Context: an optimization exercise on an open-source flow, tuned for small area and a short achievable clock period. The choices shown serve that exercise and are no tape-out recipe.
Where RTL was checked, it was by simulation tests only, not by an equivalence proof against the original.

==> build 85 <==
==> flow/design.v <==
module md_seq #(
    parameter int unsigned MUL_CYCLES = 5,
    parameter int unsigned DIV_CYCLES = 10
) (
    input  logic        clk,
    input  logic        rst_n,
    input  logic        start,
    input  logic [1:0]  op,
    input  logic [31:0] a,
    input  logic [31:0] b,
    input  logic        mthi,
    input  logic        mtlo,
    input  logic [31:0] wdata,
    input  logic        md_use_id,
    output logic        busy,
    output logic        stall_md,
    output logic [31:0] hi,
    output logic [31:0] lo
);
    localparam int W  = 41;   
    localparam int AW = 37;   
    function automatic logic [W-1:0] add_row(input logic [W-1:0] x, input logic [W-1:0] y,
                                             input logic ci, input int s, input int m,
                                             input int t);
        logic         c;
        logic         cl;
        logic         p;
        logic [W-1:0] h;
        logic [W-1:0] r;
        r = x;
        h = '0;
        c = ci;
        for (int i = 0; i < W; i++) begin
            if (i >= s && i <= m) begin
                r[i] = x[i] ^ y[i] ^ c;
                c    = (x[i] & y[i]) | (c & (x[i] ^ y[i]));
            end
        end
        cl = c;
        c  = 1'b0;
        for (int i = 0; i < W; i++) begin
            if (i > m && i <= t) begin
                h[i] = x[i] ^ y[i] ^ c;
                c    = (x[i] & y[i]) | (c & (x[i] ^ y[i]));
            end
        end
        p = 1'b1;
        for (int i = 0; i < W; i++) begin
            if (i > m && i <= t) begin
                r[i] = h[i] ^ (cl & p);
                p    = p & h[i];
            end
        end
        add_row = r;
    endfunction
    function automatic logic [31:0] cdec(input logic [31:0] v, input logic n);
        logic any;
        logic [31:0] r;
        any = 1'b0;
        for (int i = 0; i < 32; i++) begin
            r[i] = v[i] ^ (n & ~any);
            any  = any | v[i];
        end
        cdec = r;
    endfunction
    function automatic logic [31:0] cneg(input logic [31:0] v, input logic n);
        logic any;
        logic [31:0] r;
        any = 1'b0;
        for (int i = 0; i < 32; i++) begin
            r[i] = v[i] ^ (n & any);
            any  = any | v[i];
        end
        cneg = r;
    endfunction
    function automatic logic [W-1:0] place(input logic [32:0] m, input int off);
        logic [W-1:0] r;
        for (int i = 0; i < W; i++) begin
            if (i < off)            r[i] = 1'b0;
            else if (i - off > 32)  r[i] = m[32];
            else                    r[i] = m[i-off];
        end
        place = r;
    endfunction
    logic        busy_r;
    logic [3:0]  cnt_r;
    logic        mul_r;      
    logic        sgn_r;      
    logic        xneg_r;     
    logic        qneg_r;     
    logic        pb_r;       
    logic [32:0] c_r;        
    logic [35:0] s_r;        
    logic [AW-1:0] acc_r;    
    logic [31:0] hi_r;
    logic [31:0] lo_r;
    logic        fin;
    logic        y_neg;
    logic        dz;
    logic [W-1:0] v   [0:4];    
    logic [W-1:0] pp  [0:3];
    logic         om  [0:3];    
    logic         tm  [0:3];    
    logic         dv  [0:3];    
    logic         ng  [0:3];    
    logic         ci  [0:3];    
    logic         sp  [0:3];    
    logic [31:0]  hi_res;
    logic [31:0]  lo_res;
    localparam int S0 = 0, M0 = 17, T0 = 35;
    localparam int S1 = 2, M1 = 18, T1 = 36;
    localparam int S2 = 1, M2 = 17, T2 = 38;
    localparam int S3 = 0, M3 = 16, T3 = 40;
    assign fin   = busy_r & (cnt_r == 4'd1);
    assign y_neg = c_r[32];
    assign dz    = (c_r[31:0] == 32'd0);
    assign v[0] = {{(W-AW){acc_r[AW-1]}}, acc_r};
    always_comb begin
        for (int k = 0; k < 4; k++) begin
            logic [2:0] bb;
            bb    = {s_r[2*k+1], s_r[2*k], (k == 0) ? pb_r : s_r[2*k-1]};
            sp[k] = (k == 0) ? acc_r[36] : v[k][36-k];
            om[k] = 1'b0;
            tm[k] = 1'b0;
            dv[k] = 1'b0;
            ng[k] = 1'b0;
            ci[k] = 1'b0;
            if (mul_r) begin
                if (fin) begin
                    if (k == 3) dv[k] = ~sgn_r & pb_r;
                end else begin
                    ng[k] = bb[2];
                    om[k] = bb[1] ^ bb[0];
                    tm[k] = (bb[2] & ~bb[1] & ~bb[0]) | (~bb[2] & bb[1] & bb[0]);
                end
            end else begin
                if (fin) begin
                    if (k == 2) begin
                        om[k] = acc_r[36] ^ xneg_r;
                        ng[k] = om[k] & (y_neg ^ xneg_r);
                    end
                    if (k == 3) ci[k] = xneg_r;
                end else begin
                    dv[k] = 1'b1;
                    ng[k] = ~sp[k] ^ y_neg;
                end
            end
            ci[k] = ci[k] | ng[k];
            pp[k] = (({W{om[k]}} & place(c_r, 2*k)) |
                     ({W{tm[k]}} & place(c_r, 2*k+1)) |
                     ({W{dv[k]}} & place(c_r, 3-k))) ^ {W{ng[k]}};
        end
        v[1] = add_row(v[0], pp[0], ci[0], S0, M0, T0);
        for (int i = T0 + 1; i < W; i++) v[1][i] = v[1][T0];
        v[2] = add_row(v[1], pp[1], ci[1], S1, M1, T1);
        for (int i = T1 + 1; i < W; i++) v[2][i] = v[2][T1];
        v[3] = add_row(v[2], pp[2], ci[2], S2, M2, T2);
        for (int i = T2 + 1; i < W; i++) v[3][i] = v[3][T2];
        v[4] = add_row(v[3], pp[3], ci[3], S3, M3, T3);
    end
    assign hi_res = mul_r ? v[4][31:0] : v[4][35:4];
    assign lo_res = cneg(s_r[31:0], qneg_r);
    assign busy     = busy_r;
    assign stall_md = md_use_id & (start | busy_r);
    assign hi       = hi_r;
    assign lo       = lo_r;
    always_ff @(posedge clk or negedge rst_n) begin
        if (!rst_n) begin
            busy_r <= 1'b0;
            cnt_r  <= 4'd0;
            hi_r   <= 32'd0;
            lo_r   <= 32'd0;
        end else begin
            if (busy_r) begin
                cnt_r  <= cnt_r - 4'd1;
                busy_r <= ~fin;
                if (fin && (mul_r || !dz)) begin
                    hi_r <= hi_res;
                    lo_r <= lo_res;
                end
            end else if (start) begin
                busy_r <= 1'b1;
                cnt_r  <= op[1] ? 4'(DIV_CYCLES) : 4'(MUL_CYCLES);
            end else begin
                if (mthi) hi_r <= wdata;
                if (mtlo) lo_r <= wdata;
            end
        end
    end
    always_ff @(posedge clk) begin
        if (!busy_r) begin
            mul_r  <= ~op[1];
            sgn_r  <= ~op[0];
            xneg_r <= (op == 2'b10) & a[31];
            qneg_r <= (op == 2'b10) & (a[31] ^ b[31]);
            pb_r   <= 1'b0;
            c_r    <= {~op[0] & b[31], b};
            s_r    <= {{4{(op == 2'b10) & a[31]}}, cdec(a, (op == 2'b10) & a[31])};
            acc_r  <= {AW{(op == 2'b10) & a[31]}};
        end else begin
            pb_r <= s_r[7];
            if (mul_r) begin
                acc_r <= {{(AW-33){v[4][40]}}, v[4][40:8]};
                s_r   <= {s_r[35:32], v[4][7:0], s_r[31:8]};
            end else begin
                acc_r <= {v[4][32:0], s_r[31:28] | {4{xneg_r & (cnt_r == 4'd2)}}};
                s_r   <= {s_r[31:0], v[1][35] ~^ xneg_r, v[2][34] ~^ xneg_r,
                          v[3][33] ~^ xneg_r, v[4][32] ~^ xneg_r};
            end
        end
    end
endmodule
==> flow/run.sh <==
#!/bin/bash
# synth_recipe.tcl (not shown) runs the flow's synth.tcl, then flattens the netlist and writes it again
# the make line also repeats each setting of config.mk as NAME=value (left out here)
make -C /OpenROAD-flow-scripts/flow DESIGN_CONFIG=/design/flow/config.mk WORK_HOME=/design/flow/orfs CLKGATE_MAP_FILE= SYNTH_SCRIPT=/design/flow/synth_recipe.tcl finish
==> flow/config.mk <==
export PLATFORM = sky130hd
export DESIGN_NAME = md_seq
export DESIGN_NICKNAME = md_seq
export VERILOG_FILES = /design/flow/design.v
export SDC_FILE = /design/flow/constraint.sdc
export NUM_CORES = 4
export LEC_CHECK = 0
export CAP_MARGIN = 20
export CORE_MARGIN = 2
export CORE_UTILIZATION = 40
export SLEW_MARGIN = 20
==> flow/constraint.sdc <==
create_clock -name core_clock -period 105.0 [get_ports {clk}]
set_input_delay 21.0000 -clock core_clock [delete_from_list [all_inputs] [get_ports {clk}]]
set_output_delay 21.0000 -clock core_clock [all_outputs]
set_load 0.01 [all_outputs]
==> inputs of build 3, as changes to build 85 <==
--- a/flow/design.v
+++ b/flow/design.v
@@ -55,12 +55,2 @@
     endfunction
-    function automatic logic [31:0] cdec(input logic [31:0] v, input logic n);
-        logic any;
-        logic [31:0] r;
-        any = 1'b0;
-        for (int i = 0; i < 32; i++) begin
-            r[i] = v[i] ^ (n & ~any);
-            any  = any | v[i];
-        end
-        cdec = r;
-    endfunction
     function automatic logic [31:0] cneg(input logic [31:0] v, input logic n);
@@ -105,3 +95,2 @@
     logic         ng  [0:3];    
-    logic         ci  [0:3];    
     logic         sp  [0:3];    
@@ -126,3 +115,2 @@
             ng[k] = 1'b0;
-            ci[k] = 1'b0;
             if (mul_r) begin
@@ -138,6 +126,5 @@
                     if (k == 2) begin
-                        om[k] = acc_r[36] ^ xneg_r;
-                        ng[k] = om[k] & (y_neg ^ xneg_r);
+                        om[k] = acc_r[36];
+                        ng[k] = acc_r[36] & y_neg;
                     end
-                    if (k == 3) ci[k] = xneg_r;
                 end else begin
@@ -147,3 +134,2 @@
             end
-            ci[k] = ci[k] | ng[k];
             pp[k] = (({W{om[k]}} & place(c_r, 2*k)) |
@@ -152,12 +138,12 @@
         end
-        v[1] = add_row(v[0], pp[0], ci[0], S0, M0, T0);
+        v[1] = add_row(v[0], pp[0], ng[0], S0, M0, T0);
         for (int i = T0 + 1; i < W; i++) v[1][i] = v[1][T0];
-        v[2] = add_row(v[1], pp[1], ci[1], S1, M1, T1);
+        v[2] = add_row(v[1], pp[1], ng[1], S1, M1, T1);
         for (int i = T1 + 1; i < W; i++) v[2][i] = v[2][T1];
-        v[3] = add_row(v[2], pp[2], ci[2], S2, M2, T2);
+        v[3] = add_row(v[2], pp[2], ng[2], S2, M2, T2);
         for (int i = T2 + 1; i < W; i++) v[3][i] = v[3][T2];
-        v[4] = add_row(v[3], pp[3], ci[3], S3, M3, T3);
+        v[4] = add_row(v[3], pp[3], ng[3], S3, M3, T3);
     end
-    assign hi_res = mul_r ? v[4][31:0] : v[4][35:4];
-    assign lo_res = cneg(s_r[31:0], qneg_r);
+    assign hi_res = mul_r ? v[4][31:0] : cneg(v[4][35:4], xneg_r);
+    assign lo_res = mul_r ? s_r[31:0] : cneg(s_r[31:0], qneg_r);
     assign busy     = busy_r;
@@ -197,4 +183,4 @@
             c_r    <= {~op[0] & b[31], b};
-            s_r    <= {{4{(op == 2'b10) & a[31]}}, cdec(a, (op == 2'b10) & a[31])};
-            acc_r  <= {AW{(op == 2'b10) & a[31]}};
+            s_r    <= {4'd0, cneg(a, (op == 2'b10) & a[31])};
+            acc_r  <= '0;
         end else begin
@@ -205,5 +191,4 @@
             end else begin
-                acc_r <= {v[4][32:0], s_r[31:28] | {4{xneg_r & (cnt_r == 4'd2)}}};
-                s_r   <= {s_r[31:0], v[1][35] ~^ xneg_r, v[2][34] ~^ xneg_r,
-                          v[3][33] ~^ xneg_r, v[4][32] ~^ xneg_r};
+                acc_r <= {v[4][32:0], s_r[31:28]};
+                s_r   <= {s_r[31:0], ~v[1][35], ~v[2][34], ~v[3][33], ~v[4][32]};
             end
==> flow/flow/run.sh (new file) <==
#!/bin/bash
set -euo pipefail
export BUFFER_PORTS_ARGS="-buffer_cell sky130_fd_sc_hd__buf_1"
bash standard.sh > standard.log 2>&1
==> flow/standard.sh (new file) <==
#!/bin/bash
# synth_recipe.tcl (not shown) runs the flow's synth.tcl, then flattens the netlist and writes it again
# the make line also repeats each setting of config.mk as NAME=value (left out here)
make -C /OpenROAD-flow-scripts/flow DESIGN_CONFIG=/design/flow/config.mk WORK_HOME=/design/flow/orfs CLKGATE_MAP_FILE= SYNTH_SCRIPT=/design/flow/synth_recipe.tcl "${@:-finish}"
CTS_BUF_LIST = sky130_fd_sc_hd__clkbuf_4 sky130_fd_sc_hd__clkbuf_8   (was not set)
removed: flow/run.sh
==> inputs of build 14, as changes to build 85 <==
--- a/flow/design.v
+++ b/flow/design.v
@@ -20,6 +20,19 @@
     localparam int W  = 41;   
-    localparam int AW = 37;   
+    localparam int AW = 33;   
+    function automatic logic and_tree(input logic [W-1:0] v, input int lo, input int hi);
+        logic [63:0] t;
+        int          n;
+        t = '1;
+        n = hi - lo + 1;
+        for (int i = 0; i < W; i++) begin
+            if (i >= lo && i <= hi) t[i-lo] = v[i];
+        end
+        for (int w = 32; w >= 1; w = w / 2) begin
+            for (int i = 0; i < w; i++) t[i] = t[2*i] & t[2*i+1];
+        end
+        and_tree = (n <= 0) ? 1'b1 : t[0];
+    endfunction
     function automatic logic [W-1:0] add_row(input logic [W-1:0] x, input logic [W-1:0] y,
                                              input logic ci, input int s, input int m,
-                                             input int t);
+                                             input int h, input int t, input bit fast);
         logic         c;
@@ -27,7 +40,8 @@
         logic         p;
-        logic [W-1:0] h;
+        logic         tc;
+        logic [W-1:0] hs;
         logic [W-1:0] r;
-        r = x;
-        h = '0;
-        c = ci;
+        r  = x;
+        hs = '0;
+        c  = ci;
         for (int i = 0; i < W; i++) begin
@@ -41,12 +55,23 @@
         for (int i = 0; i < W; i++) begin
-            if (i > m && i <= t) begin
-                h[i] = x[i] ^ y[i] ^ c;
+            if (i > m && i <= h) begin
+                hs[i] = x[i] ^ y[i] ^ c;
+                c     = (x[i] & y[i]) | (c & (x[i] ^ y[i]));
+            end
+        end
+        p  = 1'b1;
+        tc = cl;
+        for (int i = 0; i < W; i++) begin
+            if (i > m && i <= h) begin
+                if (i == h)      r[i] = hs[i] ^ (cl & and_tree(hs, m + 1, h - 1));
+                else if (fast)   r[i] = hs[i] ^ (cl & p);
+                else             r[i] = hs[i] ^ tc;
+                p  = p & hs[i];
+                tc = tc & hs[i];
+            end
+        end
+        c = c | (cl & p);
+        for (int i = 0; i < W; i++) begin
+            if (i > h && i <= t) begin
+                r[i] = x[i] ^ y[i] ^ c;
                 c    = (x[i] & y[i]) | (c & (x[i] ^ y[i]));
-            end
-        end
-        p = 1'b1;
-        for (int i = 0; i < W; i++) begin
-            if (i > m && i <= t) begin
-                r[i] = h[i] ^ (cl & p);
-                p    = p & h[i];
             end
@@ -89,5 +114,4 @@
     logic        xneg_r;     
-    logic        qneg_r;     
     logic        pb_r;       
-    logic [32:0] c_r;        
+    logic [31:0] c_r;        
     logic [35:0] s_r;        
@@ -97,3 +121,5 @@
     logic        fin;
-    logic        y_neg;
+    logic        y_neg;      
+    logic        qneg;       
+    logic [32:0] cx;         
     logic        dz;
@@ -109,10 +135,12 @@
     logic [31:0]  lo_res;
-    localparam int S0 = 0, M0 = 17, T0 = 35;
-    localparam int S1 = 2, M1 = 18, T1 = 36;
-    localparam int S2 = 1, M2 = 17, T2 = 38;
-    localparam int S3 = 0, M3 = 16, T3 = 40;
+    localparam int S0 = 0, M0 = 17, H0 = 35, T0 = 35;
+    localparam int S1 = 2, M1 = 18, H1 = 34, T1 = 36;
+    localparam int S2 = 1, M2 = 17, H2 = 33, T2 = 38;
+    localparam int S3 = 0, M3 = 20, H3 = 40, T3 = 40;
     assign fin   = busy_r & (cnt_r == 4'd1);
-    assign y_neg = c_r[32];
-    assign dz    = (c_r[31:0] == 32'd0);
-    assign v[0] = {{(W-AW){acc_r[AW-1]}}, acc_r};
+    assign y_neg = sgn_r & c_r[31];
+    assign qneg  = ~mul_r & (xneg_r ^ y_neg);
+    assign cx    = {y_neg, c_r};
+    assign dz    = (c_r == 32'd0);
+    assign v[0] = {{(W-37){acc_r[AW-1]}}, acc_r, s_r[35:32]};
     always_comb begin
@@ -121,3 +149,3 @@
             bb    = {s_r[2*k+1], s_r[2*k], (k == 0) ? pb_r : s_r[2*k-1]};
-            sp[k] = (k == 0) ? acc_r[36] : v[k][36-k];
+            sp[k] = (k == 0) ? acc_r[AW-1] : v[k][36-k];
             om[k] = 1'b0;
@@ -138,3 +166,3 @@
                     if (k == 2) begin
-                        om[k] = acc_r[36] ^ xneg_r;
+                        om[k] = acc_r[AW-1] ^ xneg_r;
                         ng[k] = om[k] & (y_neg ^ xneg_r);
@@ -148,16 +176,16 @@
             ci[k] = ci[k] | ng[k];
-            pp[k] = (({W{om[k]}} & place(c_r, 2*k)) |
-                     ({W{tm[k]}} & place(c_r, 2*k+1)) |
-                     ({W{dv[k]}} & place(c_r, 3-k))) ^ {W{ng[k]}};
-        end
-        v[1] = add_row(v[0], pp[0], ci[0], S0, M0, T0);
+            pp[k] = (({W{om[k]}} & place(cx, 2*k)) |
+                     ({W{tm[k]}} & place(cx, 2*k+1)) |
+                     ({W{dv[k]}} & place(cx, 3-k))) ^ {W{ng[k]}};
+        end
+        v[1] = add_row(v[0], pp[0], ci[0], S0, M0, H0, T0, 1'b0);
         for (int i = T0 + 1; i < W; i++) v[1][i] = v[1][T0];
-        v[2] = add_row(v[1], pp[1], ci[1], S1, M1, T1);
+        v[2] = add_row(v[1], pp[1], ci[1], S1, M1, H1, T1, 1'b0);
         for (int i = T1 + 1; i < W; i++) v[2][i] = v[2][T1];
-        v[3] = add_row(v[2], pp[2], ci[2], S2, M2, T2);
+        v[3] = add_row(v[2], pp[2], ci[2], S2, M2, H2, T2, 1'b0);
         for (int i = T2 + 1; i < W; i++) v[3][i] = v[3][T2];
-        v[4] = add_row(v[3], pp[3], ci[3], S3, M3, T3);
+        v[4] = add_row(v[3], pp[3], ci[3], S3, M3, H3, T3, 1'b1);
     end
     assign hi_res = mul_r ? v[4][31:0] : v[4][35:4];
-    assign lo_res = cneg(s_r[31:0], qneg_r);
+    assign lo_res = cneg(s_r[31:0], qneg);
     assign busy     = busy_r;
@@ -169,3 +197,2 @@
             busy_r <= 1'b0;
-            cnt_r  <= 4'd0;
             hi_r   <= 32'd0;
@@ -174,3 +201,2 @@
             if (busy_r) begin
-                cnt_r  <= cnt_r - 4'd1;
                 busy_r <= ~fin;
@@ -182,3 +208,2 @@
                 busy_r <= 1'b1;
-                cnt_r  <= op[1] ? 4'(DIV_CYCLES) : 4'(MUL_CYCLES);
             end else begin
@@ -190,2 +215,3 @@
     always_ff @(posedge clk) begin
+        cnt_r <= busy_r ? cnt_r - 4'd1 : (op[1] ? 4'(DIV_CYCLES) : 4'(MUL_CYCLES));
         if (!busy_r) begin
@@ -194,5 +220,4 @@
             xneg_r <= (op == 2'b10) & a[31];
-            qneg_r <= (op == 2'b10) & (a[31] ^ b[31]);
             pb_r   <= 1'b0;
-            c_r    <= {~op[0] & b[31], b};
+            c_r    <= b;
             s_r    <= {{4{(op == 2'b10) & a[31]}}, cdec(a, (op == 2'b10) & a[31])};
@@ -202,7 +227,8 @@
             if (mul_r) begin
-                acc_r <= {{(AW-33){v[4][40]}}, v[4][40:8]};
-                s_r   <= {s_r[35:32], v[4][7:0], s_r[31:8]};
+                acc_r <= {{4{v[4][40]}}, v[4][40:12]};
+                s_r   <= {v[4][11:0], s_r[31:8]};
             end else begin
-                acc_r <= {v[4][32:0], s_r[31:28] | {4{xneg_r & (cnt_r == 4'd2)}}};
-                s_r   <= {s_r[31:0], v[1][35] ~^ xneg_r, v[2][34] ~^ xneg_r,
+                acc_r <= v[4][32:0];
+                s_r   <= {s_r[31:28] | {4{xneg_r & (cnt_r == 4'd2)}}, s_r[27:0],
+                          v[1][35] ~^ xneg_r, v[2][34] ~^ xneg_r,
                           v[3][33] ~^ xneg_r, v[4][32] ~^ xneg_r};
==> flow/flow/run.sh (new file) <==
#!/bin/bash
# The standard layout (standard.sh) with three changes:
#  - the port buffers are the smallest buffer cell (buf_1);
#  - ABC maps for area: a copy of the ORFS scripts folder is used whose
#    abc_speed.script drops the delay-driven restructuring (&if -g, &synch2) and
#    lets &nf relax delay (-R 1000); everything else in the copy is unchanged;
#  - timing repair keeps a setup margin of 62.7 ns, which only the input-to-output
#    stall path falls short of, so that path gets buffered and sized.
set -euo pipefail
rm -rf scripts_abc
cp -r "$FLOW_HOME/scripts" scripts_abc
printf '%s\n' '&get -n' '&st' '&syn2' '&dch -f' '&nf -R 1000' '&st' '&dch -f' \
    '&nf -R 1000' '&put' 'buffer -c' 'topo' 'stime -c' 'upsize -c' 'dnsize -c' \
    > scripts_abc/abc_speed.script
diff "$FLOW_HOME/scripts/abc_speed.script" scripts_abc/abc_speed.script > abc_script.diff || true
export SCRIPTS_DIR="$PWD/scripts_abc"
export BUFFER_PORTS_ARGS="-buffer_cell sky130_fd_sc_hd__buf_1"
export SETUP_SLACK_MARGIN=62.7
bash standard.sh > standard.log 2>&1
==> flow/standard.sh (new file) <==
#!/bin/bash
# synth_recipe.tcl (not shown) runs the flow's synth.tcl, then flattens the netlist and writes it again
# the make line also repeats each setting of config.mk as NAME=value (left out here)
make -C /OpenROAD-flow-scripts/flow DESIGN_CONFIG=/design/flow/config.mk WORK_HOME=/design/flow/orfs CLKGATE_MAP_FILE= SYNTH_SCRIPT=/design/flow/synth_recipe.tcl "${@:-finish}"
CORE_UTILIZATION = 60   (was 40)
removed: flow/run.sh
==> inputs of build 34, as changes to build 85 <==
--- a/flow/design.v
+++ b/flow/design.v
@@ -89,5 +89,4 @@
     logic        xneg_r;     
-    logic        qneg_r;     
     logic        pb_r;       
-    logic [32:0] c_r;        
+    logic [31:0] c_r;        
     logic [35:0] s_r;        
@@ -97,3 +96,5 @@
     logic        fin;
-    logic        y_neg;
+    logic        y_neg;      
+    logic        qneg;       
+    logic [32:0] cx;         
     logic        dz;
@@ -114,4 +115,6 @@
     assign fin   = busy_r & (cnt_r == 4'd1);
-    assign y_neg = c_r[32];
-    assign dz    = (c_r[31:0] == 32'd0);
+    assign y_neg = sgn_r & c_r[31];
+    assign qneg  = ~mul_r & (xneg_r ^ y_neg);
+    assign cx    = {y_neg, c_r};
+    assign dz    = (c_r == 32'd0);
     assign v[0] = {{(W-AW){acc_r[AW-1]}}, acc_r};
@@ -148,5 +151,5 @@
             ci[k] = ci[k] | ng[k];
-            pp[k] = (({W{om[k]}} & place(c_r, 2*k)) |
-                     ({W{tm[k]}} & place(c_r, 2*k+1)) |
-                     ({W{dv[k]}} & place(c_r, 3-k))) ^ {W{ng[k]}};
+            pp[k] = (({W{om[k]}} & place(cx, 2*k)) |
+                     ({W{tm[k]}} & place(cx, 2*k+1)) |
+                     ({W{dv[k]}} & place(cx, 3-k))) ^ {W{ng[k]}};
         end
@@ -161,3 +164,3 @@
     assign hi_res = mul_r ? v[4][31:0] : v[4][35:4];
-    assign lo_res = cneg(s_r[31:0], qneg_r);
+    assign lo_res = cneg(s_r[31:0], qneg);
     assign busy     = busy_r;
@@ -173,4 +176,4 @@
         end else begin
+            cnt_r <= busy_r ? cnt_r - 4'd1 : (op[1] ? 4'(DIV_CYCLES) : 4'(MUL_CYCLES));
             if (busy_r) begin
-                cnt_r  <= cnt_r - 4'd1;
                 busy_r <= ~fin;
@@ -182,3 +185,2 @@
                 busy_r <= 1'b1;
-                cnt_r  <= op[1] ? 4'(DIV_CYCLES) : 4'(MUL_CYCLES);
             end else begin
@@ -194,5 +196,4 @@
             xneg_r <= (op == 2'b10) & a[31];
-            qneg_r <= (op == 2'b10) & (a[31] ^ b[31]);
             pb_r   <= 1'b0;
-            c_r    <= {~op[0] & b[31], b};
+            c_r    <= b;
             s_r    <= {{4{(op == 2'b10) & a[31]}}, cdec(a, (op == 2'b10) & a[31])};
==> flow/flow/run.sh (new file) <==
#!/bin/bash
set -euo pipefail
export BUFFER_PORTS_ARGS="-buffer_cell sky130_fd_sc_hd__buf_1"
bash standard.sh > standard.log 2>&1
==> flow/standard.sh (new file) <==
#!/bin/bash
# synth_recipe.tcl (not shown) runs the flow's synth.tcl, then flattens the netlist and writes it again
# the make line also repeats each setting of config.mk as NAME=value (left out here)
make -C /OpenROAD-flow-scripts/flow DESIGN_CONFIG=/design/flow/config.mk WORK_HOME=/design/flow/orfs CLKGATE_MAP_FILE= SYNTH_SCRIPT=/design/flow/synth_recipe.tcl "${@:-finish}"
removed: flow/run.sh
==> summary.txt <==
Synthesis
  • Netlist Area Pre-Place: ~0.016 mm²
  • Most frequent cell after synthesis: xnor2_1
  • Yosys warning count: 9
  • Register area share after synthesis: about a quarter

Routing
  • WL final: about 53,000 µm

Status
  • Status: no timing/DRC/antenna violations

Worst setup path
  • Arr. time, crit path: 22,670 ps

Clock tree
  • Clock insertion delay at the later pin of the skew report: between 400 and 500 ps

Layout
  • NonClk Buf Share: around 10%
  • Fillers: between 3,000 and 4,000

Timing
  • Final worst slack: roughly 60,000 ps

Global route
  • Total track usage: roughly 26%
That was build 85.
==> summary.txt <==
Global route
  • Total track usage: 36.7%

Layout
  • NonClk Buf Share: under 10%
  • Fillers: approximately 2,100

Synthesis
  • Netlist Area Pre-Place: ~0.015 mm²
  • Register area share after synthesis: between 20% and 30%
  • Most frequent cell after synthesis: fa_1

Routing
  • WL final: 47,500 µm

Status
  • Status: no timing/DRC/antenna violations

Clock tree
  • Clock insertion delay at the later pin of the skew report: between 400 and 500 ps

Worst setup path
  • Arr. time, crit path: ~21,000 ps
That was build 14.
==> summary.txt <==
Layout
  • Fillers: roughly 4,200
  • NonClk Buf Share: under 10%
  • # diodes: 0

Synthesis
  • Register area share after synthesis: about a quarter
  • Netlist Area Pre-Place: 0.0171 mm²
  • Most frequent cell after synthesis: xnor2_1

Worst setup path
  • Worst r2r src: busy_r
  • Arr. time, crit path: 21,740 ps
  • Reg2reg end: acc_r[33]

Routing
  • WL final: 56,500 µm
  • DR DRC count: 0

Status
  • Status: no timing/DRC/antenna violations

Clock tree
  • Clock insertion delay at the later pin of the skew report: 590 ps

Timing
  • Final worst slack: around 62,000 ps
That was build 3.
==> summary.txt <==
Status
  • Status: no timing/DRC/antenna violations

Timing
  • Final worst slack: approximately 62,000 ps

Synthesis
  • Most frequent cell after synthesis: nand2_1
  • Netlist Area Pre-Place: around 0.016 mm²

Clock tree
  • Clock insertion delay at the later pin of the skew report: between 400 and 500 ps

Global route
  • Total track usage: about a quarter

Worst setup path
  • Arr. time, crit path: around 22,000 ps

Layout
  • Fillers: 3,932
  • NonClk Buf Share: 4.94%

Routing
  • WL final: roughly 53,000 µm
That was build 34.
The RTL of build 3 was laid out without a check of its function.

[re-timing with driven ports]
In the flow no input, the clock included, has a driving cell. The finished layouts below were timed again as built, in two steps. Step 1 assumes that a clkbuf_16 drives the clock port and a buf_2 every other input. Step 2 also shifts input and output timing later by t, the mid clock arrival at the registers, as if the neighbouring blocks saw the same clock. Slacks: no drivers / after step 1 / after step 2; pairs: no drivers / after step 1.
| run | shift t [ns] | slack for setup (ns) | slew at the worst register clock pin (ns) | worst data-port slew with drivers (ns) |
|---|---|---|---|---|
| build 85 | 0.516 | 61.333 / 61.303 / 61.303 | 0.08 / 0.08 | 0.05 |
| build 3 | 0.629 | 62.256 / 62.234 / 62.234 | 0.12 / 0.12 | 0.06 |
| build 14 | 0.490 | 62.649 / 62.601 / 62.601 | 0.09 / 0.09 | 0.07 |
| build 34 | 0.512 | 61.873 / 61.849 / 61.849 | 0.09 / 0.09 | 0.09 |
After both steps setup and hold are still met in every run listed. For build 14, which loses most, drivers alone change the setup slack by -0.048 ns; drivers and shift together by -0.048 ns.
